Background: an optimization exercise with open tools, aiming at small area, a short achievable clock period and few clock cycles per item. Do not read the settings as production practice.
At most, simulation tests tie the RTL to the original design; equivalence was not proved.

garnet:
// ex_muldiv_unit
module ex_muldiv_unit (
  input  logic        clk,
  input  logic        rst,
  input  logic        start_i,
  input  logic [2:0]  op_i,
  input  logic [31:0] rs1_i,
  input  logic [31:0] rs2_i,
  input  logic [4:0]  rd_addr_i,
  input  logic        flush_i,
  output logic        busy_o,
  output logic        done_o,
  output logic [31:0] result_o,
  output logic [4:0]  rd_addr_o
);
  logic s_mul, s_norm, s_div, s_done, s_idle;
  assign s_idle = ~(s_mul | s_norm | s_div | s_done);
  logic accept;
  assign accept = s_idle & start_i & ~flush_i;
  function automatic logic [1:0] nbytes_m1(input logic [31:0] v, input logic ext);
    logic nz1, nz2, nz3;
    nz1 = (v[15:8]  != {8{ext}});
    nz2 = (v[23:16] != {8{ext}});
    nz3 = (v[31:24] != {8{ext}});
    if (nz3)      nbytes_m1 = 2'd3;
    else if (nz2) nbytes_m1 = 2'd2;
    else if (nz1) nbytes_m1 = 2'd1;
    else          nbytes_m1 = 2'd0;
  endfunction
  ...
export LEC_CHECK = 0
export CAP_MARGIN = 30
export CORE_MARGIN = 2
export CORE_UTILIZATION = 40
export SETUP_SLACK_MARGIN = 5
export SLEW_MARGIN = 30
export SYNTH_HIERARCHICAL = 1
create_clock -name core_clock -period 11.0 [get_ports {clk}]
standard.sh (not shown) runs the stock make flow with config.mk's settings and CLKGATE_MAP_FILE= SYNTH_SCRIPT=/design/flow/synth_recipe.tcl, a recipe that flattens the netlist after the stock synthesis.
==> flow/flow/run.sh <==
#!/bin/bash
set -euo pipefail
grep -q 'SETUP_SLACK_MARGIN=5 ' standard.sh
sed 's/SETUP_SLACK_MARGIN=5 /SETUP_SLACK_MARGIN=5.5 /' standard.sh > standard_margin.sh
bash standard_margin.sh > standard.log 2>&1
Testbench counts of garnet, summed over its fixed seeds: cycles 19,280, ops 4,000.
For sierra, these inputs were changed with respect to garnet:
- CTS_BUF_LIST now sky130_fd_sc_hd__clkbuf_4 sky130_fd_sc_hd__clkbuf_8, previously not set
- CTS_CLUSTER_SIZE now 25, previously not set
==> flow/run.sh (new file) <==
#!/bin/bash
# synth_recipe.tcl (not shown) runs the flow's synth.tcl, then flattens the netlist and writes it again
# the make line also repeats each setting of config.mk as NAME=value (left out here)
make -C /OpenROAD-flow-scripts/flow DESIGN_CONFIG=/design/flow/config.mk WORK_HOME=/design/flow/orfs CLKGATE_MAP_FILE= SYNTH_SCRIPT=/design/flow/synth_recipe.tcl finish
removed: flow/flow/run.sh
removed: flow/standard.sh
==> comparison <==
- | number of multi-input combinational cells | sierra vs garnet | ≈ equal |
- Taking garnet as the reference, in sierra number of buffers outside the clock class in the layout now smaller, final critical delay including setup and external delays now larger, clock tree skew after final layout now larger.
Inputs modified between sierra and fjord:
- removing CTS_BUF_LIST (formerly sky130_fd_sc_hd__clkbuf_4 sky130_fd_sc_hd__clkbuf_8)
- removing CTS_CLUSTER_SIZE (formerly 25)
--- outcome ---
Global-route wire length before repair, sierra and fjord, higher one = sierra. Final layout net count (higher): sierra. Between fjord and sierra, the share of the final layout cell area in sequential cells figures differ only marginally. For maximum frequency, fjord and sierra come out practically identical. Compare sierra and fjord | post-layout minimum cycle time higher: sierra. sierra reports its capture point of the worst path as result_o[26] while fjord reports result_o[23].

* * *

The RTL this note starts from:
==> flow/design.v <==
module ex_muldiv_unit (
  input  logic        clk,
  input  logic        rst,
  input  logic        start_i,
  input  logic [2:0]  op_i,
  input  logic [31:0] rs1_i,
  input  logic [31:0] rs2_i,
  input  logic [4:0]  rd_addr_i,
  input  logic        flush_i,
  output logic        busy_o,
  output logic        done_o,
  output logic [31:0] result_o,
  output logic [4:0]  rd_addr_o
);
  logic s_mul, s_norm, s_div, s_done, s_idle;
  assign s_idle = ~(s_mul | s_norm | s_div | s_done);
  logic accept;
  assign accept = s_idle & start_i & ~flush_i;
  function automatic logic [1:0] nbytes_m1(input logic [31:0] v, input logic ext);
    logic nz1, nz2, nz3;
    nz1 = (v[15:8]  != {8{ext}});
    nz2 = (v[23:16] != {8{ext}});
    nz3 = (v[31:24] != {8{ext}});
    if (nz3)      nbytes_m1 = 2'd3;
    else if (nz2) nbytes_m1 = 2'd2;
    else if (nz1) nbytes_m1 = 2'd1;
    else          nbytes_m1 = 2'd0;
  endfunction
  logic        e1, e2, swap, sel;
  logic [1:0]  n1, n2;
  logic        a_neg, b_neg;
  logic [31:0] a_mag;
  assign e1    = ~(op_i[1] & op_i[0]) & rs1_i[31];    
  assign e2    = ~op_i[1] & rs2_i[31];                
  assign n1    = nbytes_m1(rs1_i, e1);
  assign n2    = nbytes_m1(rs2_i, e2);
  assign swap  = (n1 < n2);
  assign sel   = op_i[2] | swap;
  assign a_neg = ~op_i[0] & rs1_i[31];
  assign b_neg = ~op_i[0] & rs2_i[31];
  assign a_mag = (rs1_i ^ {32{a_neg}}) + {31'd0, a_neg};
  logic [32:0] a_q;       
  logic [31:0] b_q;       
  logic        bext_q;    
  logic        dcin_q, dz_q;
  logic        selhi_q;   
  logic        neg_q;     
  logic        negc_q;    
  always_ff @(posedge clk) begin
    selhi_q <= op_i[2] ? op_i[1] : (op_i[1:0] != 2'd0);
    neg_q   <= op_i[2] & (op_i[1] ? a_neg : (a_neg ^ b_neg) | (rs2_i == 32'd0));
    negc_q  <= op_i[2] & (op_i[1] ? a_neg : (a_neg ^ b_neg) & (rs2_i != 32'd0));
    a_q    <= sel ? {e2 & ~op_i[2], rs2_i ^ {32{op_i[2] & ~b_neg}}} : {e1, rs1_i};
    b_q    <= op_i[2] ? a_mag : swap ? rs1_i : rs2_i;
    bext_q <= sel ? e1 : e2;
    dcin_q <= ~b_neg;
    dz_q   <= (rs2_i == 32'd0);
  end
  logic [63:0] acc_q, acc_d;      
  logic [63:0] accc_q, accc_d;    
  logic [3:0]  cnt_q, cnt_d;
  logic        first_q;
  logic        clo_q;             
  logic [7:0] chunk;
  logic [8:0] c9;
  always_comb begin
    case (cnt_q[1:0])
      2'd0:    chunk = b_q[7:0];
      2'd1:    chunk = b_q[15:8];
      2'd2:    chunk = b_q[23:16];
      default: chunk = b_q[31:24];
    endcase
  end
  assign c9 = {first_q & bext_q, chunk};
  function automatic logic [127:0] csa(input logic [63:0] x, input logic [63:0] y,
                                       input logic [63:0] z);
    csa = {x ^ y ^ z, ((x & y) | (x & z) | (y & z)) << 1};
  endfunction
  localparam logic [63:0] SGN_K = -(64'hFF << 32) - (64'd1 << 41);
  logic [63:0] rows [12];
  always_comb begin
    for (int i = 0; i < 8; i++)
      rows[i] = 64'({~(c9[i] & a_q[32]), (a_q[31:0] & {32{c9[i]}})}) << i;
    rows[8]  = 64'({~(c9[8] & ~a_q[32]), ~a_q[32] & c9[8], (~a_q[31:0] & {32{c9[8]}})}) << 8;
    rows[9]  = {acc_q[55:0], 8'd0};
    rows[10] = {accc_q[55:0], 8'd0};
    rows[11] = SGN_K | (64'(c9[8]) << 8);
  end
  logic [63:0] l1 [8];
  logic [63:0] l2 [6];
  logic [63:0] l3 [4];
  logic [63:0] l4 [3];
  logic [63:0] mac_s, mac_c;
  always_comb begin
    {l1[0], l1[1]} = csa(rows[0], rows[1], rows[2]);
    {l1[2], l1[3]} = csa(rows[3], rows[4], rows[5]);
    {l1[4], l1[5]} = csa(rows[6], rows[7], rows[8]);
    {l1[6], l1[7]} = csa(rows[9], rows[10], rows[11]);
    {l2[0], l2[1]} = csa(l1[0], l1[1], l1[2]);
    {l2[2], l2[3]} = csa(l1[3], l1[4], l1[5]);
    l2[4] = l1[6];
    l2[5] = l1[7];
    {l3[0], l3[1]} = csa(l2[0], l2[1], l2[2]);
    {l3[2], l3[3]} = csa(l2[3], l2[4], l2[5]);
    {l4[0], l4[1]} = csa(l3[0], l3[1], l3[2]);
    l4[2] = l3[3];
    {mac_s, mac_c} = csa(l4[0], l4[1], l4[2]);
  end
  logic mac_clo;
  ex_muldiv_cout32 u_clo (.x(mac_s[31:0]), .y(mac_c[31:0]), .co(mac_clo));
  logic [32:0] r1s, r2s;
  logic [34:0] t1, t2;
  logic        q1, q2;
  logic [31:0] r1, r2;
  assign r1s = {acc_q[63:32], acc_q[31]};
  assign t1  = {1'b0, r1s, 1'b1} + {2'b11, a_q[31:0], dcin_q};
  assign q1  = ~t1[34];
  assign r1  = q1 ? t1[32:1] : r1s[31:0];
  assign r2s = {r1, acc_q[30]};
  assign t2  = {1'b0, r2s, 1'b1} + {2'b11, a_q[31:0], dcin_q};
  assign q2  = ~t2[34];
  assign r2  = q2 ? t2[32:1] : r2s[31:0];
  function automatic logic [5:0] lzc32(input logic [31:0] v);
    logic [5:0] z;
    z = 6'd32;
    for (int i = 0; i < 32; i++)
      if (v[i]) z = 6'(31 - i);
    lzc32 = z;
  endfunction
  logic [6:0]  j0;
  logic [4:0]  j;
  logic        early;
  logic [63:0] norm;
  assign j0    = {1'b0, lzc32(~a_q[31:0] | 32'd1)} - {1'b0, lzc32(b_q)};
  assign early = j0[6] | dz_q;
  assign j     = j0[4:0] | 5'd1;
  assign norm  = early ? {b_q, 32'd0} : ({32'd0, b_q} << (5'd31 - j));
  always_comb begin
    acc_d  = 64'd0;
    accc_d = 64'd0;
    cnt_d  = cnt_q - 4'd1;
    if (s_mul) begin
      acc_d  = mac_s;
      accc_d = mac_c;
    end else if (s_norm) begin
      acc_d  = norm;
      cnt_d  = 4'(j >> 1);
    end else if (s_div) begin
      acc_d  = {r2, acc_q[29:0], q1, q2};
    end
  end
  logic last;
  assign last = (cnt_q == 4'd0);
  always_ff @(posedge clk or posedge rst) begin
    if (rst) begin
      s_mul  <= 1'b0;
      s_norm <= 1'b0;
      s_div  <= 1'b0;
      s_done <= 1'b0;
    end else begin
      s_mul  <= (accept & ~op_i[2]) | (s_mul & ~flush_i & ~last);
      s_norm <= accept & op_i[2];
      s_div  <= (s_norm & ~flush_i & ~early) | (s_div & ~flush_i & ~last);
      s_done <= ((s_mul | s_div) & ~flush_i & last) | (s_norm & ~flush_i & early);
    end
  end
  always_ff @(posedge clk) begin
    acc_q   <= acc_d;
    accc_q  <= accc_d;
    cnt_q   <= s_idle ? {2'd0, swap ? n1 : n2} : cnt_d;
    first_q <= s_idle;
    clo_q   <= s_mul & mac_clo;
  end
  logic        cin;
  logic [31:0] x, y, sum;
  assign x   = (selhi_q ? acc_q[63:32] : acc_q[31:0]) ^ {32{neg_q}};
  assign y   = selhi_q ? accc_q[63:32] : accc_q[31:0];
  assign cin = negc_q | (selhi_q & clo_q);
  ex_muldiv_add32 u_add (.x(x), .y(y), .cin(cin), .s(sum));
  assign result_o  = sum;
  assign busy_o    = accept | s_mul | s_norm | s_div;
  assign done_o    = s_done;
  assign rd_addr_o = rd_addr_i;
endmodule
module ex_muldiv_cout32 (
  input  logic [31:0] x,
  input  logic [31:0] y,
  output logic        co
);
  logic [31:0] g [6];
  logic [31:0] p [6];
  always_comb begin
    g[0] = x & y;
    p[0] = x | y;
    for (int k = 0; k < 5; k++)
      for (int i = 0; i < 32; i++)
        if (i % (2 << k) == (2 << k) - 1) begin
          g[k+1][i] = g[k][i] | (p[k][i] & g[k][i - (1 << k)]);
          p[k+1][i] = p[k][i] & p[k][i - (1 << k)];
        end else begin
          g[k+1][i] = g[k][i];
          p[k+1][i] = p[k][i];
        end
  end
  assign co = g[5][31];
endmodule
module ex_muldiv_add32 (
  input  logic [31:0] x,
  input  logic [31:0] y,
  input  logic        cin,
  output logic [31:0] s
);
  logic [31:0] g [6];
  logic [31:0] p [6];
  logic [31:0] c;
  always_comb begin
    g[0] = x & y;
    p[0] = x ^ y;
    for (int k = 0; k < 5; k++)
      for (int i = 0; i < 32; i++)
        if (i >= (1 << k)) begin
          g[k+1][i] = g[k][i] | (p[k][i] & g[k][i - (1 << k)]);
          p[k+1][i] = p[k][i] & p[k][i - (1 << k)];
        end else begin
          g[k+1][i] = g[k][i];
          p[k+1][i] = p[k][i];
        end
    c[0] = cin;
    for (int i = 1; i < 32; i++)
      c[i] = g[5][i-1] | (p[5][i-1] & cin);
  end
  assign s = p[0] ^ c;
endmodule
export LEC_CHECK = 0
export CAP_MARGIN = 30
export CORE_MARGIN = 2
export CORE_UTILIZATION = 40
export SETUP_SLACK_MARGIN = 5
export SLEW_MARGIN = 30
export SYNTH_HIERARCHICAL = 1
export TNS_END_PERCENT = 20
create_clock -name core_clock -period 11.0 [get_ports {clk}]
run.sh (not shown) runs the stock make flow with config.mk's settings and CLKGATE_MAP_FILE= SYNTH_SCRIPT=/design/flow/synth_recipe.tcl, a recipe that flattens the netlist after the stock synthesis.
Stock flow here: none of the scripts above is used.
Rerun with:
- ABC_AREA: not set -> 1
- TNS_END_PERCENT: 20 -> not set
After rerunning: The new run completed with no timing, DRC or antenna violations; critical path depth rose by 32; global-route usage rose by 0.15 points; cell area rose by a few percent; area after synthesis rose slightly; sequential cell count is unchanged; count of clock-buffer cells in the layout rose by 7; wire length rose by a few percent; via count rose by roughly a tenth.
Rerun with:
- ABC_AREA: 1 -> not set
- CORE_UTILIZATION: 40 -> 60
After rerunning: Final area falls by 5.8%; global-route usage climbs by 15 points; wire length goes down by 1.6%; non-clock buffer count drops by 65; first-iteration DRC count grows by 25%; worst setup slack gains 0.36 ns; synthesized cell count came out lower by 19%; count of clock-buffer cells in the layout decreases by 10.
Rerun with:
- CORE_UTILIZATION: 60 -> 40
What happened:
- clock-buffer cell count is higher by 3
- non-clock buffer count is lower by 4
- area after synthesis stays the same
- flip-flop and latch count does not change
- synthesized cell count stays the same
- core utilization is lower by 22 points
- wire length is lower by about 0.55%
- register-to-register slack degrades by 0.07 ns
- worst setup slack improves by 0.17 ns
- hold slack degrades by 0.071 ns
No functional check of the RTL was part of any run of this note.

-- separate check: timing with driven ports --
The flow's constraints put no driver on any port. The routed layouts listed below were extracted and timed again, unchanged, in two steps. Step 1 (the two cells are an assumption about what drives the block):
set clk [get_ports {clk}]
set_driving_cell -lib_cell sky130_fd_sc_hd__clkbuf_16 $clk
set_driving_cell -lib_cell sky130_fd_sc_hd__buf_2 [delete_from_list [all_inputs] $clk]
Step 2, shift: input delay + t, output delay - t, t = (earliest + latest rising clock arrival at the registers) / 2. This alone moves slack from input paths to output paths. a / b / c = ideal / step 1 / step 2; a / b = the first two.
run | shift t [ns] | slack for setup (ns) | cell pins on the clock port's net
garnet | 0.639 | 5.119 / 5.054 / 4.971 | 1
sierra | 0.686 | 4.987 / 4.925 / 4.632 | 1
fjord | 0.645 | 4.993 / 4.928 / 4.616 | 1
the first run of note 2 | 0.645 | 4.849 / 4.779 / 4.432 | 1
the second run of note 2 | 0.623 | 4.479 / 4.479 / 4.479 | 1
the third run of note 2 | 0.631 | 4.837 / 4.777 / 4.642 | 1
the fourth run of note 2 | 0.643 | 5.010 / 4.942 / 4.723 | 1
After both steps setup and hold are still met in every run listed. The setup slack of the first run of note 2, which loses most, moves by -0.070 ns with the drivers and by -0.417 ns with both steps.
